What follows belongs to an exercise in optimizing a design on an open flow for small area; a production flow would make more cautious choices.
RTL that was checked went through simulation tests only; none was proved equivalent to the original.
Only the layout flow was run in runs 1 and 3; the RTL was not checked for function there.
Power figures rest on the tool's default switching activity, not on a simulated workload.

`design/flow/run.sh`:
```
#!/bin/bash
# synth_recipe.tcl (not shown) runs the flow's synth.tcl, then flattens the netlist and writes it again
# the make line also repeats each setting of config.mk as NAME=value (left out here)
make -C /OpenROAD-flow-scripts/flow DESIGN_CONFIG=/design/flow/config.mk WORK_HOME=/design/flow/orfs CLKGATE_MAP_FILE= SYNTH_SCRIPT=/design/flow/synth_recipe.tcl finish
```
`design/flow/config.mk`:
```
export PLATFORM = sky130hd
export DESIGN_NAME = sepr_top
export DESIGN_NICKNAME = sepr_top
export VERILOG_FILES = /design/flow/design.v
export SDC_FILE = /design/flow/constraint.sdc
export NUM_CORES = 4
export LEC_CHECK = 0
export CAP_MARGIN = 20
export CORE_MARGIN = 2
export CORE_UTILIZATION = 40
export SLEW_MARGIN = 20
```
`design/flow/constraint.sdc`:
```
create_clock -name core_clock -period 10.0 [get_ports {core_clk}]
set_input_delay 2.0000 -clock core_clock [delete_from_list [all_inputs] [get_ports {core_clk}]]
set_output_delay 2.0000 -clock core_clock [all_outputs]
set_load 0.01 [all_outputs]
```
`design/flow/design.v`:
```
package sepr_pkg;
   localparam int unsigned addr_w = 32;
   localparam int unsigned len_w = 20;
   localparam int unsigned word_bytes = 4;
   localparam logic last_op_read = 1'b0;
   typedef enum logic [2:0] {
      st_idle    = 3'b000,     
      st_rd_ptr  = 3'b001,     
      st_rd_hdr  = 3'b010,     
      st_rd_data = 3'b011,     
      st_updt    = 3'b100      
   } sepr_state_t;
endpackage
import sepr_pkg::*;
module sepr_ctrl_fsm (
   input  logic core_clk,
   input  logic uctl_rst_n,
   input  logic get_rd_ptrs,       
   input  logic wr_addr_en,        
   input  logic hdr_rd,            
   input  logic rd,                
   input  logic updt_rd_buf,       
   input  logic mem_ack,
   input  logic dma_dn,
   input  logic ept_updt_dn,
   input  logic buf_empty_in,      
   output logic rd_ptrs_rcvd,
   output logic buf_empty,
   output logic hdr_rd_dn,
   output logic transfer_dn,
   output logic buf_updt_dn,
   output logic mem_rd,
   output logic dma_start,
   output logic ept_req_data,
   output logic ept_updt_req,
   output logic ld_ptr,            
   output logic ld_hdr,            
   output logic wr_addr_load,      
   output logic xfer_done          
);
   logic updt_q;                   
   assign ept_req_data = get_rd_ptrs;
   assign ld_ptr       = get_rd_ptrs;
   assign wr_addr_load = get_rd_ptrs & wr_addr_en;
   assign hdr_rd_dn    = mem_ack & mem_rd;
   assign ld_hdr       = hdr_rd_dn;
   assign xfer_done    = transfer_dn;
   always_ff @(posedge core_clk or negedge uctl_rst_n) begin
      if (!uctl_rst_n) begin
         rd_ptrs_rcvd <= 1'b0;
         buf_empty    <= 1'b0;
         mem_rd       <= 1'b0;
         dma_start    <= 1'b0;
         transfer_dn  <= 1'b0;
         ept_updt_req <= 1'b0;
         buf_updt_dn  <= 1'b0;
         updt_q       <= 1'b0;
      end else begin
         rd_ptrs_rcvd <= get_rd_ptrs;
         buf_empty    <= get_rd_ptrs & buf_empty_in;
         mem_rd       <= hdr_rd | (mem_rd & ~mem_ack);
         dma_start    <= rd;
         transfer_dn  <= dma_dn;
         ept_updt_req <= (updt_rd_buf & ~updt_q) | (ept_updt_req & ~ept_updt_dn);
         buf_updt_dn  <= ept_updt_dn;
         updt_q       <= updt_rd_buf;
      end
   end
endmodule
import sepr_pkg::*;
module sepr_ptr_regs (
   input  logic              core_clk,
   input  logic              uctl_rst_n,
   input  logic              ld_ptr,           
   input  logic              ld_hdr,           
   input  logic [addr_w-1:0] ept_start_addr,
   input  logic [addr_w-1:0] ept_end_addr,
   input  logic [addr_w-1:0] ept_rd_ptr,
   input  logic [addr_w-1:0] ept_wr_ptr,
   input  logic              ept_last_op,
   input  logic [addr_w-1:0] mem_rd_data,      
   input  logic              mem_dval,
   output logic [addr_w-1:0] start_addr,
   output logic [addr_w-1:0] end_addr,
   output logic [addr_w-1:0] rd_ptr,
   output logic [addr_w-1:0] next_rd_ptr,      
   output logic              buf_empty         
);
   always_ff @(posedge core_clk or negedge uctl_rst_n) begin
      if (!uctl_rst_n) begin
         start_addr <= '0;
         end_addr   <= '0;
      end else if (ld_ptr) begin
         start_addr <= ept_start_addr;
         end_addr   <= ept_end_addr;
      end
   end
   always_ff @(posedge core_clk or negedge uctl_rst_n) begin
      if (!uctl_rst_n) begin
         rd_ptr <= '0;
      end else if (ld_ptr) begin
         rd_ptr <= ept_rd_ptr;
      end else if (ld_hdr) begin
         if (rd_ptr > end_addr)
            rd_ptr <= start_addr;                    
         else
            rd_ptr <= rd_ptr + addr_w'(word_bytes);  
      end
   end
   always_ff @(posedge core_clk) begin
      if (mem_dval) next_rd_ptr <= mem_rd_data;
   end
   assign buf_empty = (ept_wr_ptr == ept_rd_ptr) && (ept_last_op == last_op_read);
endmodule
import sepr_pkg::*;
module sepr_xfer_calc (
   input  logic              core_clk,
   input  logic              uctl_rst_n,
   input  logic              wr_addr_load,      
   input  logic              xfer_done,         
   input  logic [addr_w-1:0] start_addr,
   input  logic [addr_w-1:0] end_addr,
   input  logic [addr_w-1:0] rd_ptr,
   input  logic [addr_w-1:0] next_rd_ptr,       
   input  logic [addr_w-1:0] cfg_sys_wr_addr,
   output logic [len_w-1:0]  dma_len,
   output logic [addr_w-1:0] sys_wr_addr
);
   function automatic logic [addr_w:0] rca(input logic [addr_w-1:0] a, input logic [addr_w-1:0] b,
                                           input logic ci);
      logic [addr_w-1:0] s;
      logic              c;
      c = ci;
      for (int i = 0; i < addr_w; i++) begin
         s[i] = a[i] ^ b[i] ^ c;
         c    = (a[i] & b[i]) | (c & (a[i] ^ b[i]));
      end
      rca = {c, s};
   endfunction
   function automatic logic [addr_w-3:0] rinc(input logic [addr_w-3:0] a, input logic ci);
      logic [addr_w-3:0] s;
      logic              c;
      c = ci;
      for (int i = 0; i < addr_w-2; i++) begin
         s[i] = a[i] ^ c;
         c    = a[i] & c;
      end
      rinc = s;
   endfunction
   logic              hdr_nz;         
   logic [addr_w:0]   d_sum;          
   logic              wrap;           
   logic [addr_w:0]   t_sum;          
   logic [addr_w-1:0] y;
   logic [addr_w:0]   c_sum;
   logic [addr_w-1:0] xfer_len;
   assign hdr_nz = |next_rd_ptr[1:0];
   assign d_sum  = rca(next_rd_ptr, ~rd_ptr, 1'b1);
   assign wrap   = ~d_sum[addr_w];
   assign t_sum  = rca(end_addr, ~start_addr, 1'b1);
   assign y      = wrap ? t_sum[addr_w-1:0] : {{(addr_w-2){hdr_nz}}, 2'b00};
   assign c_sum  = rca(d_sum[addr_w-1:0], y, 1'b0);
   assign xfer_len = {rinc(c_sum[addr_w-1:2], wrap & ~hdr_nz)
, c_sum[1:0]};
   assign dma_len = xfer_len[len_w-1:0];
   always_ff @(posedge core_clk or negedge uctl_rst_n) begin
      if (!uctl_rst_n) begin
         sys_wr_addr <= '0;
      end else if (wr_addr_load) begin
         sys_wr_addr <= cfg_sys_wr_addr;
      end else if (xfer_done) begin
         sys_wr_addr[addr_w-1:2] <= rca({2'b00, sys_wr_addr[addr_w-1:2]}, {2'b00, xfer_len[addr_w-1:2]},
                                        |xfer_len[1:0]);
      end
   end
endmodule
import sepr_pkg::*;
module sepr_top (
   input  logic              core_clk,
   input  logic              uctl_rst_n,
   input  logic              get_rd_ptrs,
   input  logic              wr_addr_en,
   input  logic              hdr_rd,
   input  logic              rd,
   input  logic              updt_rd_buf,
   output logic              rd_ptrs_rcvd,
   output logic              buf_empty,
   output logic              hdr_rd_dn,
   output logic              transfer_dn,
   output logic              buf_updt_dn,
   input  logic [addr_w-1:0] mem_rd_data,
   input  logic              mem_ack,
   input  logic              mem_dval,
   output logic [addr_w-1:0] mem_addr,
   output logic              mem_rd,
   input  logic              dma_dn,
   input  logic [addr_w-1:0] cfg_sys_wr_addr,
   output logic              dma_start,
   output logic [addr_w-1:0] dma_laddr,
   output logic [len_w-1:0]  dma_len,
   output logic [addr_w-1:0] dma_ep_start_addr,
   output logic [addr_w-1:0] dma_ep_end_addr,
   output logic [addr_w-1:0] sys_wr_addr,
   input  logic [addr_w-1:0] ept_start_addr,
   input  logic [addr_w-1:0] ept_end_addr,
   input  logic [addr_w-1:0] ept_rd_ptr,
   input  logic [addr_w-1:0] ept_wr_ptr,
   input  logic              ept_last_op,
   input  logic              ept_updt_dn,
   output logic              ept_req_data,
   output logic              ept_updt_req,
   output logic [addr_w-1:0] ept_wr_rd_ptr
);
   logic              ld_ptr;
   logic              ld_hdr;
   logic              wr_addr_load;
   logic              xfer_done;
   logic              ptr_buf_empty;    
   logic [addr_w-1:0] start_addr;
   logic [addr_w-1:0] end_addr;
   logic [addr_w-1:0] rd_ptr;
   logic [addr_w-1:0] next_rd_ptr;
   sepr_ctrl_fsm i_ctrl_fsm (
      .core_clk, .uctl_rst_n, .get_rd_ptrs, .wr_addr_en, .hdr_rd, .rd, .updt_rd_buf,
      .mem_ack, .dma_dn, .ept_updt_dn, .buf_empty_in(ptr_buf_empty),
      .rd_ptrs_rcvd, .buf_empty, .hdr_rd_dn, .transfer_dn, .buf_updt_dn,
      .mem_rd, .dma_start, .ept_req_data, .ept_updt_req,
      .ld_ptr, .ld_hdr, .wr_addr_load, .xfer_done
   );
   sepr_ptr_regs i_ptr_regs (
      .core_clk, .uctl_rst_n, .ld_ptr, .ld_hdr,
      .ept_start_addr, .ept_end_addr, .ept_rd_ptr, .ept_wr_ptr, .ept_last_op,
      .mem_rd_data, .mem_dval,
      .start_addr, .end_addr, .rd_ptr, .next_rd_ptr, .buf_empty(ptr_buf_empty)
   );
   sepr_xfer_calc i_xfer_calc (
      .core_clk, .uctl_rst_n, .wr_addr_load, .xfer_done,
      .start_addr, .end_addr, .rd_ptr, .next_rd_ptr, .cfg_sys_wr_addr,
      .dma_len, .sys_wr_addr
   );
   assign mem_addr          = rd_ptr;     
   assign dma_laddr         = rd_ptr;     
   assign dma_ep_start_addr = start_addr;
   assign dma_ep_end_addr   = end_addr;
   assign ept_wr_rd_ptr     = {next_rd_ptr[addr_w-1:2], 2'b00};    
endmodule
```
==> results of run 1 <==
[registers in the layout, indices dropped and copies added, names as in the netlist, 32 cells and up]
signal                   cells
i_ptr_regs.end_addr         32
i_ptr_regs.next_rd_ptr      32
i_ptr_regs.rd_ptr           32
i_ptr_regs.start_addr       32
i_xfer_calc.sys_wr_addr     32
[critical path, delay by kind of cell, from the launching register on]
family / cells / cell delay, ns
fa+ha+maj: 65 / 22.55
buf+inv: 7 / 0.36
compound gates: 1 / 0.07
xor+xnor: 4 / 0.66
simple gates: 2 / 0.14
flops: 1 / 0.37
[per-layer routing]
layer / GRT usage / part of all wire
met1: 0.350 / 0.43
met2: 0.467 / 0.50
met4: 0.0803 / 0.022
met3: 0.0469 / 0.052
met5: 0 / 0.00029
[through the flow]
stage	setup slack [ns]	power (mW)	instance area [sq um]	setup TNS, ns	hold slack, ns
after detailed placement	-14.90	4.11	18100	-455.34	0.435
after CTS	-14.47	4.90	18800	-441.49	0.442
after global routing	-14.86	5.33	18900	-455.66	0.466
after floorplan	-14.24	2.92	13300	-424.39	0.409
final	-14.30	4.90	18900	-438.55	0.438
after global placement	-14.67	4.03	18100	-447.53	0.415
[layout make-up]
class | instances | area (sq um)
inverter | 198 | 746
clock inverter | 12 | 174
clock buffer | 20 | 447
fill | 2737 | 12500
timing repair buffer | 543 | 5140
tap | 402 | 503
antenna | 4 | 10.0
sequential | 168 | 4370
multi-input combinational | 809 | 7500
[what timing repair did]
| item | in CTS | in global routing |
|---|---|---|
| setup buffers | 3 | 1 |
| pin swaps | 15 | 6 |
| gates resized for setup | 112 | 17 |
| endpoints found under the setup margin | 50 | 50 |
[logic make-up (layout without fill, tap and decap cells)]
group | Yosys count | after routing | synth area share
buf+inv | 317 | 773 | 0.115
mux | 34 | 34 | 0.0300
compound gates | 203 | 203 | 0.0976
flops | 168 | 168 | 0.343
xor+xnor | 66 | 66 | 0.0465
fa+ha+maj | 185 | 185 | 0.253
other cells | 1 | 6 | 0.000295
simple gates | 319 | 319 | 0.115
[cell usage in the layout, fill, tap and decap left out, types with 5 or more instances in the layout]
cell type,Yosys,final
o21ai_1,6,32
o21ai_0,119,92
edfxtp_1,32,32
nor3_1,11,11
buf_6,3,18
inv_2,1,30
o31ai_1,7,7
nand4_1,17,17
clkbuf_16,0,17
and3_1,10,10
inv_1,197,167
mux2_2,33,29
xor2_1,29,29
fa_2,0,86
buf_2,1,5
a21oi_1,20,20
and4_1,6,6
nor2_1,62,60
xnor2_1,36,36
a31o_1,6,6
clkdlybuf4s50_1,0,399
dfrtp_1,136,135
nand3_1,21,21
ha_4,0,28
nand2_1,155,155
ha_1,65,36
fa_1,120,34
a21o_1,6,6
a311o_1,18,18
nor4_1,26,26
buf_4,66,120
[power by group]
part           switching (mW)  total (mW)  internal, mW
combinational            1.52        3.26          1.74
sequential             0.0894       0.920         0.830
clock                   0.298       0.722         0.424
[how the worst min path moves through the flow]
stage / from / end / slack (ns) / cells after the start
final: i_ctrl_fsm.updt_q / i_ctrl_fsm.ept_updt_req / 0.44 / 1
after global routing: i_ctrl_fsm.updt_q / i_ctrl_fsm.ept_updt_req / 0.47 / 1
after CTS: i_ctrl_fsm.updt_q / i_ctrl_fsm.ept_updt_req / 0.44 / 1
after detailed placement: i_ctrl_fsm.updt_q / i_ctrl_fsm.ept_updt_req / 0.44 / 1
after global placement: i_ctrl_fsm.updt_q / i_ctrl_fsm.ept_updt_req / 0.42 / 1
after floorplan: i_ctrl_fsm.updt_q / i_ctrl_fsm.ept_updt_req / 0.41 / 1
==> notes.md, run 1 <==
Leak=8.02 nW; Initial Util=0.405; Setup crit start kind=flip-flop; gpl congestion=0.836; Hold Buf Count CTS=0; placeable core region=about 31000 sq um; Achievable Freq=~41 MHz; number of I/O port buffers=between 400 and 500; Fin Clk Skew=around 0.011 ns; r2r setup slk=-14.30 ns; worst r2r src=i_ptr_regs.next_rd_ptr[0]; Post-route DRC=0; Worst-path clk slew=around 0.060 ns; top post-synthesis cells by count=inv_1, nand2_1, dfrtp_1, fa_1, o21ai_0; mapped cell area=12700 sq um; I/O Pins=425; Final Non-Filler Cells=~2200; most common flop cell mapped by yosys=dfrtp_1; placed instance count=approximately 2100; GRT Util Overall=0.271; Worst path max stage delay=about 0.50 ns; ys async rst share=0.810; vias in the first global route=around 11000; Worst IR Drop VDD=between 100 and 150 uV; Chip Height=182 um; FF-to-FF End=i_xfer_calc.sys_wr_addr[31]; final worst slack=-14.30 ns; initial antenna violation count=5; CP endpoint=i_xfer_calc.sys_wr_addr[31]; Core Rows=65; Max Cap Viol=0; flops & latches, synth=approximately 170; drt via density=~5; grt ovf=0; Unique masters post-synth=52; Post-Synthesis Cells=1293; top cells by area, synth=dfrtp_1, fa_1, edfxtp_1, ha_1, inv_1; Worst Setup End Kind=flip-flop; detailed-route wire length=44.7 mm; Layout Nets=roughly 2100; clock buffer depth=2; layout cells sized above 1=0.209; crit-path max FO=3; average instance area after synthesis=between 9 and 10 sq um; most common cell in the synthesized netlist=inv_1; relative slew slack=0.330; CP max stage cell=fa_2; largest area contributor in the netlist=dfrtp_1; Req. time, crit path=a little over 10 ns; layout check failures=setup timing; CTS tree=done; antenna viol nets, final=0; Crit path top cell by count=fa_2; P per Cell Area=about 260 nW/um^2; synth warn=3; worst-margin pin slew=roughly 1 ns; fin crit period=between 20 and 25 ns; Die Width=around 180 um; 1st-pass router iterations=6; CTS sink count=between 150 and 200; Hold Violations, Final=0; Final Max Tran Viols=0; WL per Instance=just over 20 um; Arrival @ worst endpoint=approximately 25 ns; RSZ-0062 raised after global routing=true; CP Class=flip-flop to flip-flop; Final period util=2.43; cells on worst reg2reg path=79; CP startpoint=i_ptr_regs.next_rd_ptr[0]; Iteration-0 DRC Markers=roughly 540; Hold WC Path Type=flip-flop to flip-flop; sequential area share after synthesis=0.343; share of the synthesized area in the top cell type=0.268; Clock Latency Late Sink=approximately 0.45 ns; Post-synth EDFFs=32; CTS HTree Levels=4; status=finished with violations; Total Die Area=33200 sq um; post-DP HPWL=between 30 and 40 mm; area grow syn2layout=48.6%; CTS Buf Count=17; Util after Layout=0.602; largest net degree at the start of global routing=97; vias=between 10000 and 15000; final setup fails=50; root buffer cell=clkbuf_16; first-pass GRT wire length=roughly 67 mm
==> inputs of run 2 (changes only) <==
--- a/design/flow/design.v
+++ b/design/flow/design.v
@@ -128,38 +128,11 @@
 );
-   function automatic logic [addr_w:0] rca(input logic [addr_w-1:0] a, input logic [addr_w-1:0] b,
-                                           input logic ci);
-      logic [addr_w-1:0] s;
-      logic              c;
-      c = ci;
-      for (int i = 0; i < addr_w; i++) begin
-         s[i] = a[i] ^ b[i] ^ c;
-         c    = (a[i] & b[i]) | (c & (a[i] ^ b[i]));
-      end
-      rca = {c, s};
-   endfunction
-   function automatic logic [addr_w-3:0] rinc(input logic [addr_w-3:0] a, input logic ci);
-      logic [addr_w-3:0] s;
-      logic              c;
-      c = ci;
-      for (int i = 0; i < addr_w-2; i++) begin
-         s[i] = a[i] ^ c;
-         c    = a[i] & c;
-      end
-      rinc = s;
-   endfunction
    logic              hdr_nz;         
-   logic [addr_w:0]   d_sum;          
+   logic [addr_w-1:0] hdr_end;        
    logic              wrap;           
-   logic [addr_w:0]   t_sum;          
-   logic [addr_w-1:0] y;
-   logic [addr_w:0]   c_sum;
    logic [addr_w-1:0] xfer_len;
-   assign hdr_nz = |next_rd_ptr[1:0];
-   assign d_sum  = rca(next_rd_ptr, ~rd_ptr, 1'b1);
-   assign wrap   = ~d_sum[addr_w];
-   assign t_sum  = rca(end_addr, ~start_addr, 1'b1);
-   assign y      = wrap ? t_sum[addr_w-1:0] : {{(addr_w-2){hdr_nz}}, 2'b00};
-   assign c_sum  = rca(d_sum[addr_w-1:0], y, 1'b0);
-   assign xfer_len = {rinc(c_sum[addr_w-1:2], wrap & ~hdr_nz)
-, c_sum[1:0]};
+   assign hdr_nz  = |next_rd_ptr[1:0];
+   assign hdr_end = next_rd_ptr - (hdr_nz ? addr_w'(word_bytes) : '0);
+   assign wrap    = rd_ptr > next_rd_ptr;
+   assign xfer_len = hdr_end - rd_ptr
+                   + (wrap ? end_addr + addr_w'(word_bytes) - start_addr : '0);
    assign dma_len = xfer_len[len_w-1:0];
@@ -171,4 +144,4 @@
       end else if (xfer_done) begin
-         sys_wr_addr[addr_w-1:2] <= rca({2'b00, sys_wr_addr[addr_w-1:2]}, {2'b00, xfer_len[addr_w-1:2]},
-                                        |xfer_len[1:0]);
+         sys_wr_addr[addr_w-1:2] <= sys_wr_addr[addr_w-1:2] + xfer_len[addr_w-1:2]
+                                  + (addr_w-2)'(|xfer_len[1:0]);
       end
==> run 2 against run 1 <==
Against the previous run: the run now finishes clean; total power rose by 46%; final cell count rose by 27%; combinational power rose by 67%; largest power group unchanged; highest routed layer is now met4.
==> notes.md, run 2 <==
status=timing/DRC/antenna clean; most frequent cells in the layout=clkdlybuf4s50_1, ha_1, nand2_1; GR met1 Demand/Resource=0.355; Hold WC Path Type=flip-flop to flip-flop; cells on worst reg2reg path=35; CTS HTree Levels=4; Final Max Tran Viols=0; Max Cap Viol=0; Hold Buf Count CTS=0; CP startpoint=i_ptr_regs.rd_ptr[8]; placeable core region=between 30000 and 40000 sq um; Leak=roughly 9.3 nW; synthesized-area fraction occupied by adder cells=0.218; most common cell in the synthesized netlist=ha_1; crit-path max FO=20; Arrival @ worst endpoint=6.81 ns; r2r setup slk=approximately 1.9 ns; flops & latches, synth=roughly 170; Clock Latency Late Sink=about 0.48 ns; busiest grt layer=met2; vias=around 14000; CP endpoint=dma_len[16]; Worst Setup End Kind=output port; CP Class=flip-flop to output port; most common cell after layout, fill and taps aside=clkdlybuf4s50_1; clock buffer depth=2; Iteration-0 DRC Markers=approximately 1200; initial antenna violation count=1; first-pass GRT wire length=around 86 mm; relative slew slack=0.409; Core Rows=73; ys async rst share=0.810; GRT Util Overall=0.272; largest area contributor in the netlist=dfrtp_1; post-DP HPWL=46.0 mm; I/O Pins=roughly 430; Post-Synthesis Cells=1871; Post-CTS Resized=0; grt ovf=0; Worst IR Drop VDD=209 uV; dpl ws=about 1.7 ns; CTS tree=done; Synth Area in Simple Gates=0.143; RSZ-0062 raised after global routing=false; sequential area share after synthesis=0.273; FF-to-FF End=i_xfer_calc.sys_wr_addr[31]; most common flop cell mapped by yosys=dfrtp_1; Total Die Area=between 40000 and 50000 sq um; root buffer cell=clkbuf_16; final worst slack=~1.2 ns; Req. time, crit path=8.00 ns; Crit path top cell by count=a21o_1; Hold Violations, Final=0; antenna viol nets, final=0; WL per Instance=between 20 and 25 um; Setup crit start kind=flip-flop; Chip Height=about 200 um; Achievable Freq=~110 MHz; Post-route DRC=0; Unique masters post-synth=75; number of I/O port buffers=roughly 420; CTS sink count=around 170; mapped cell area=about 16000 sq um; XOR/XNOR share of the synthesized area=0.0591; share of the synthesized area in the top cell type=0.213; post-synthesis compound-gate area fraction=0.187; vias in the first global route=14800; 1st-pass router iterations=5; CTS Buf Count=17; # fillers=around 3800; multiplexer share of the synthesized area=0.0268; gpl congestion=~0.90; fin crit period=between 8 and 9 ns; Initial Util=0.404; final setup fails=0; top post-synthesis cells by count=ha_1, nand2_1, inv_1, o21ai_0, dfrtp_1; layout cells sized above 1=0.0384; largest family of logic cells by synthesized area=adder cells; total negative slack=0 ns; CP max stage cell=clkdlybuf4s50_1; GR Util met2=0.438; Worst path max stage delay=0.60 ns; Fin Clk Skew=around 0.011 ns; drt via density=approximately 5.3; Setup Buffers After CTS=0; worst r2r src=i_ptr_regs.rd_ptr[8]; synth warn=3; Die Width=approximately 200 um; P per Cell Area=between 300 and 400 nW/um^2; average instance area after synthesis=8.56 sq um; top cells by area, synth=dfrtp_1, ha_1, edfxtp_1, fa_1, nand2_1; Finished Cell Area=~21000 sq um; Post-Place Cell Area=between 20000 and 25000 sq um; Final period util=0.881; Worst-path clk slew=~0.07 ns; largest net degree at the start of global routing=93; detailed-route wire length=between 50 and 60 mm; met3 GRT Util=0.0617; area grow syn2layout=30.1%; worst-margin pin slew=0.886 ns; Layout Nets=roughly 2700; Post-synth EDFFs=32
-- run 2: cell types whose count changed after synthesis, moves of 24 or more --
cell and change:
nor2_1 +32, a21o_1 +36, nand3_1 +24, fa_1 -77
nand2_1 +54, ha_1 +145, a21oi_1 +113, o21ai_0 +30
xnor2_1 +34
-- run 2: worst max-delay path: cells and delay by family, from the launching register on --
family	cells	cell delay, ns
xor gates and xnor gates	1	0.19
DFF	1	0.56
and+or+nand+nor	4	0.74
adders and majority gates	5	1.68
buffers and inverters	4	0.93
AOI/OAI and AO/OA	11	2.22
-- run 2: cell type report --
cell class | count | area [sq um] | share of cell area
antenna | 1 | 2.50 | 0.000120
tap | 525 | 657 | 0.0315
clock inverter | 10 | 82.6 | 0.00396
clock buffer | 21 | 492 | 0.0236
multi-input combinational | 1376 | 10200 | 0.488
timing repair buffer | 433 | 4300 | 0.206
inverter | 205 | 769 | 0.0369
sequential | 168 | 4360 | 0.210
-- run 2: metrics by stage --
step | total power, mW | hold slack (ns) | std cells | utilization
6_report | 7.14 | 0.448 | 2739 | 0.525
5_1_grt | 7.83 | 0.473 | 2738 | 0.525
4_1_cts | 7.15 | 0.455 | 2738 | 0.525
3_5_place_dp | 6.44 | 0.454 | 2707 | 0.511
3_3_place_gp | 6.38 | 0.435 | 2707 | 0.511
2_1_floorplan | 4.80 | 0.409 | 1872 | -
-- run 2: power breakdown --
group / internal [mW] / switching [mW]
clock: 0.355 / 0.322
combinational: 2.51 / 2.95
sequential: 0.831 / 0.171
total: 3.70 / 3.44
-- run 2: cells by family (layout without fill, tap and decap cells) --
logic type,Yosys count,in the layout
buffers and inverters,328,669
AO/OA/AOI/OAI,485,485
XOR/XNOR,108,108
other,1,3
multiplexers,40,40
adder cells (fa/ha/maj),253,253
flip-flops,168,168
AND/OR/NAND/NOR,488,488
-- run 2: worst min-delay path by stage --
stage	start	to	slack, ns	cells after the start
final	i_ctrl_fsm.updt_q	i_ctrl_fsm.ept_updt_req	0.45	1
after global placement	i_ctrl_fsm.updt_q	i_ctrl_fsm.ept_updt_req	0.43	1
after CTS	i_ctrl_fsm.updt_q	i_ctrl_fsm.ept_updt_req	0.45	1
after global routing	i_ctrl_fsm.updt_q	i_ctrl_fsm.ept_updt_req	0.47	1
after floorplan	i_ctrl_fsm.updt_q	i_ctrl_fsm.ept_updt_req	0.41	1
after detailed placement	i_ctrl_fsm.updt_q	i_ctrl_fsm.ept_updt_req	0.45	1
-- run 2: layer usage --
metal  wire (um)  up-vias  part of all wire
li1            -     7081                 -
met2       25600      498              0.45
met5           0        -                 0
met1       25200     6810              0.45
met3        3860       76             0.068
met4        1780        0             0.032
==> inputs of run 3 (changes only) <==
--- a/design/flow/design.v
+++ b/design/flow/design.v
@@ -128,12 +128,68 @@
 );
-   logic              hdr_nz;         
-   logic [addr_w-1:0] hdr_end;        
-   logic              wrap;           
-   logic [addr_w-1:0] xfer_len;
-   assign hdr_nz  = |next_rd_ptr[1:0];
-   assign hdr_end = next_rd_ptr - (hdr_nz ? addr_w'(word_bytes) : '0);
-   assign wrap    = rd_ptr > next_rd_ptr;
-   assign xfer_len = hdr_end - rd_ptr
-                   + (wrap ? end_addr + addr_w'(word_bytes) - start_addr : '0);
-   assign dma_len = xfer_len[len_w-1:0];
+   localparam int hw = addr_w - 2;    
+   localparam int ka = 8;             
+   localparam int ks = 16;            
+   function automatic logic [hw:0] rca(input logic [hw-1:0] a, input logic [hw-1:0] b,
+                                       input logic ci);
+      logic [hw-1:0] s;
+      logic          c;
+      c = ci;
+      for (int i = 0; i < hw; i++) begin
+         s[i] = a[i] ^ b[i] ^ c;
+         c    = (a[i] & b[i]) | (c & (a[i] ^ b[i]));
+      end
+      rca = {c, s};
+   endfunction
+   logic [hw-1:0] h_w, r_w, s_w, e_w, a_w;
+   logic [1:0]    h_b, r_b, s_b, e_b;
+   logic          nz;                 
+   logic          wrap;               
+   logic          wrap_q;
+   logic signed [3:0] x0, xl;         
+   logic [1:0]    s1;
+   logic          ca, cb, cc;
+   logic [hw:0]   a_lo, b_lo, c_lo, a_hi, b_hi, c_hi, y_lo, y_hi;
+   logic          ca_q, cb_q, cc_q;
+   logic [hw-1:0] len_w_f;            
+   logic [1:0]    len_b;              
+   logic [hw:0]   sa_lo, sa_hi;
+   logic          cs_q;
+   assign h_w = next_rd_ptr[addr_w-1:2];
+   assign r_w = rd_ptr[addr_w-1:2];
+   assign s_w = start_addr[addr_w-1:2];
+   assign e_w = end_addr[addr_w-1:2];
+   assign h_b = next_rd_ptr[1:0];
+   assign r_b = rd_ptr[1:0];
+   assign s_b = start_addr[1:0];
+   assign e_b = end_addr[1:0];
+   assign nz   = |h_b;
+   assign wrap = rd_ptr > next_rd_ptr;
+   assign x0 = $signed({2'b00, h_b}) - $signed({2'b00, r_b});
+   assign xl = x0 + $signed({2'b00, e_b}) - $signed({2'b00, s_b});
+   assign s1 = 2'(4'sd3 + (xl >>> 2) - $signed({3'b000, nz}));
+   assign ca = wrap ? (s1 != 2'd0) : (x0 >= 4'sd0);
+   assign cb = wrap & s1[1];
+   assign cc = wrap & (s1 == 2'd3);
+   assign len_b = wrap_q ? xl[1:0] : x0[1:0];
+   assign a_lo = rca(hw'(h_w[ka-1:0]), hw'(~r_w[ka-1:0]), ca);
+   assign b_lo = rca(hw'(e_w[ka-1:0]), hw'(~s_w[ka-1:0]), cb);
+   assign y_lo = wrap ? b_lo : {(hw+1){nz}};
+   assign c_lo = rca(hw'(a_lo[ka-1:0]), hw'(y_lo[ka-1:0]), cc);
+   always_ff @(posedge core_clk) begin
+      wrap_q <= wrap;
+      ca_q   <= a_lo[ka];
+      cb_q   <= b_lo[ka];
+      cc_q   <= c_lo[ka];
+   end
+   assign a_hi = rca(hw'(h_w[hw-1:ka]), hw'(~r_w[hw-1:ka]), ca_q);
+   assign b_hi = rca(hw'(e_w[hw-1:ka]), hw'(~s_w[hw-1:ka]), cb_q);
+   assign y_hi = wrap_q ? b_hi : {(hw+1){nz}};
+   assign c_hi = rca(hw'(a_hi[hw-ka-1:0]), hw'(y_hi[hw-ka-1:0]), cc_q);
+   assign len_w_f = {c_hi[hw-ka-1:0], c_lo[ka-1:0]};
+   assign dma_len = {len_w_f[len_w-3:0], len_b};
+   assign sa_lo = rca(hw'(sys_wr_addr[ks+1:2]), hw'(len_w_f[ks-1:0]), |len_b);
+   assign sa_hi = rca(hw'(sys_wr_addr[addr_w-1:ks+2]), hw'(len_w_f[hw-1:ks]), cs_q);
+   always_ff @(posedge core_clk) begin
+      cs_q <= sa_lo[ks];
+   end
    always_ff @(posedge core_clk or negedge uctl_rst_n) begin
@@ -144,4 +200,3 @@
       end else if (xfer_done) begin
-         sys_wr_addr[addr_w-1:2] <= sys_wr_addr[addr_w-1:2] + xfer_len[addr_w-1:2]
-                                  + (addr_w-2)'(|xfer_len[1:0]);
+         sys_wr_addr[addr_w-1:2] <= {sa_hi[hw-ks-1:0], sa_lo[ks-1:0]};
       end
==> run 3 against run 2 <==
Against the previous run: the layout now fails its checks (setup timing); global-route usage decreased by 0.29 points; clock power decreased by 1%; critical path depth is 13 higher; count of clock-buffer cells in the layout up 3; die area shrank 15%; final cell count is 17% lower; highest routed layer is now met5; sequential power barely moved; area after synthesis fell by 15%; synthesized cell count fell by 25%; final area is 8.9% lower; largest power group unchanged; sequential share of layout area increased by 2.6 points.
==> notes.md, run 3 <==
status=finished with violations; layout check failures=setup timing; first-pass GRT wire length=slightly above 70 mm; Post-route DRC=0; cells on worst reg2reg path=38; detailed-route wire length=47.1 mm; Post-synth EDFFs=32; vias in the first global route=between 10000 and 15000; CP startpoint=i_ptr_regs.next_rd_ptr[0]; gpl congestion=0.928; layout cells sized above 1=0.126; Leak=8.33 nW; Reg power frac=0.205; average instance area after synthesis=9.65 sq um; Power Internal=approximately 2.8 mW; HP Start=i_ctrl_fsm.updt_q; worst-margin pin slew=about 1.0 ns; RSZ-0062 raised after global routing=true; Hold WC Path Type=flip-flop to flip-flop; WHS Endpoint=i_ctrl_fsm.ept_updt_req; top cells by area, synth=dfrtp_1, fa_1, ha_1, edfxtp_1, inv_1; Clock Latency Late Sink=roughly 0.45 ns; number of I/O port buffers=around 420; crit-path max FO=2; Finished Cell Area=roughly 19000 sq um; post-DP HPWL=37.8 mm; top post-synthesis cells by count=inv_1, nand2_1, dfrtp_1, o21ai_0, fa_1; GRT Util Overall=0.269; Die Width=roughly 190 um; root buffer cell=clkbuf_16; I/O Pins=425; Achievable Freq=slightly below 100 MHz; area grow syn2layout=39.7%; fin crit period=10.15 ns; Core Rows=67; worst hold stages=1; CTS sink count=about 170; Arrival @ worst endpoint=roughly 10 ns; Unique masters post-synth=64; Worst IR Drop VDD=between 200 and 300 uV; CP Class=flip-flop to flip-flop; final worst slack=-0.146 ns; Req. time, crit path=slightly above 10 ns; Total Die Area=approximately 35000 sq um; Layout Nets=~2200; Max Cap Viol=0; flops & latches, synth=approximately 170; Hold Worst Slack=around 0.43 ns; Crit path top cell by count=fa_2; Util after Layout=0.567; most common flop cell mapped by yosys=dfrtp_1; mapped cell area=~14000 sq um; ys async rst share=0.786; r2r setup slk=-0.15 ns; placeable core region=33400 sq um; placed instance count=2223; WL per Instance=20.8 um; Worst Setup End Kind=flip-flop; relative slew slack=0.315; Final Max Tran Viols=0; CTS HTree Levels=4; Final Non-Filler Cells=~2300; largest area contributor in the netlist=dfrtp_1; Post-Synthesis Cells=1408; Worst path max stage delay=0.55 ns; Combinational Power Share=0.654; most common cell after layout, fill and taps aside=clkdlybuf4s50_1; P per Cell Area=251 nW/um^2; CTS Buf Count=17; final setup fails=2; antenna viol nets, final=0; # fillers=about 3000; Chip Height=188 um; vias=11400; most common cell in the synthesized netlist=inv_1; 1st-pass router iterations=5; CP max stage cell=fa_2; Post-Place Cell Area=roughly 18000 sq um; Sw Ratio=0.404; Hold Buf Count CTS=0; Iteration-0 DRC Markers=710; initial antenna violation count=3; Setup crit start kind=flip-flop; switching power=1.92 mW; Hold Violations, Final=0; largest net degree at the start of global routing=89; share of the synthesized area in the top cell type=0.251; Fin Clk Skew=~0.014 ns; clock buffer depth=2; FF-to-FF End=i_xfer_calc.sys_wr_addr[17]; Worst-path clk slew=0.06 ns; worst r2r src=i_ptr_regs.next_rd_ptr[0]; sequential area share after synthesis=0.329; Initial Util=0.406; CTS tree=done; synth warn=3; drt via density=around 5.0; most frequent cells in the layout=clkdlybuf4s50_1, inv_1, nand2_1; grt ovf=0; Clock power frac=0.141; Power Total=roughly 4.8 mW; Final period util=1.01
run 3: changes by cell type after synthesis, sizes merged, moves of 44 or more:
cell / previous run / this run
a21oi: 134 / 62
fa: 43 / 119
ha: 210 / 101
inv: 205 / 249
nand2: 209 / 138
nor2: 94 / 30
run 3: logic make-up (layout without fill, tap and decap cells):
logic type,Yosys count,after routing,share of synthesized area
other cells,1,4,0.000276
buf+inv,375,778,0.126
flops,173,173,0.329
fa+ha+maj,220,220,0.268
simple gates,271,271,0.0917
xor+xnor,44,44,0.0284
compound gates,287,287,0.127
mux,37,37,0.0299
run 3: area by class of cell:
| type | instances | area [sq um] | share of cell area |
|---|---|---|---|
| antenna | 2 | 5.00 | 0.000264 |
| clock buffer | 24 | 462 | 0.0243 |
| timing repair buffer | 496 | 4790 | 0.253 |
| tap | 448 | 561 | 0.0295 |
| inverter | 250 | 938 | 0.0495 |
| multi-input combinational | 861 | 7660 | 0.403 |
| clock inverter | 8 | 95.1 | 0.00501 |
| sequential | 173 | 4470 | 0.235 |
run 3: worst max-delay path by stage:
stage / end / depth (start not counted) / slack [ns]
final: i_xfer_calc.sys_wr_addr[17] / 38 / -0.15
after floorplan: i_xfer_calc.sys_wr_addr[31] / 35 / -0.009
after CTS: i_xfer_calc.sys_wr_addr[17] / 37 / -0.28
after detailed placement: i_xfer_calc.sys_wr_addr[31] / 34 / -0.46
after global placement: i_xfer_calc.sys_wr_addr[31] / 34 / -0.37
after global routing: i_xfer_calc.sys_wr_addr[31] / 35 / -0.52
run 3: critical path: cells and delay by family (launching register included):
kind                       cells  cell delay [ns]
muxes                          1             0.15
AOI/OAI and AO/OA              4             0.49
DFF                            1             0.39
xor gates and xnor gates       1             0.14
adders and majority gates     22             8.09
and+or+nand+nor                2             0.15
buffers and inverters          8             0.57
run 3: power groups by stage:
stage	logic, mW	registers (mW)	clock network, mW
finish	3.11	0.979	0.670
global route	3.53	0.997	0.708
CTS	3.10	0.980	0.684
detailed placement	3.04	0.991	0
global placement	2.98	0.990	0
floorplan	1.84	1.04	0
run 3: what timing repair did:
action | in CTS | in global routing
endpoints found under the setup margin | 4 | 5
pin swaps | 6 | 8
resized for setup | 21 | 23
buffers inserted | 2 | 2
run 3: per-stage QoR:
stage	worst slack [ns]	TNS, ns
after detailed placement	-0.461	-1.14
final	-0.146	-0.246
after global placement	-0.371	-0.766
after global routing	-0.521	-1.20
after floorplan	-0.00947	-0.00947
after CTS	-0.282	-0.540
run 3: routing by layer:
metal | wire (um) | GRT usage | up-vias
li1 | - | - | 5307
met1 | 20300 | 0.355 | 5587
met2 | 22800 | 0.452 | 420
met3 | 3330 | 0.0626 | 36
met4 | 728 | 0.0597 | 2
met5 | 9 | 0 | -

==> re-timing with driven ports <==
No port has a modelled driver above. Below, the same layouts with a new extraction and two added sets of constraints. Step 1 sets driving cells, clkbuf_16 on the clock port and buf_2 on the other inputs (assumed; they add their load-dependent delay and slew). Step 2 also shifts input and output timing later by t, the mid clock arrival at the registers, as if the neighbouring blocks saw the same clock. Three values: ideal ports, drivers, drivers and shift; two values: the first two.
run | shift t [ns] | setup WS [ns] | hold slack, ns | clock arrival spread, ns | cell pins on the clock port's net
run 1 | 0.496 | -14.297 / -14.297 / -14.297 | 0.438 / 0.438 / 0.438 | 0.011 / 0.012 | 1
run 2 | 0.526 | 1.194 / 1.138 / 1.664 | 0.448 / 0.448 / 0.448 | 0.012 / 0.012 | 1
run 3 | 0.498 | -0.146 / -0.146 / -0.146 | 0.435 / 0.435 / 0.435 | 0.014 / 0.013 | 1
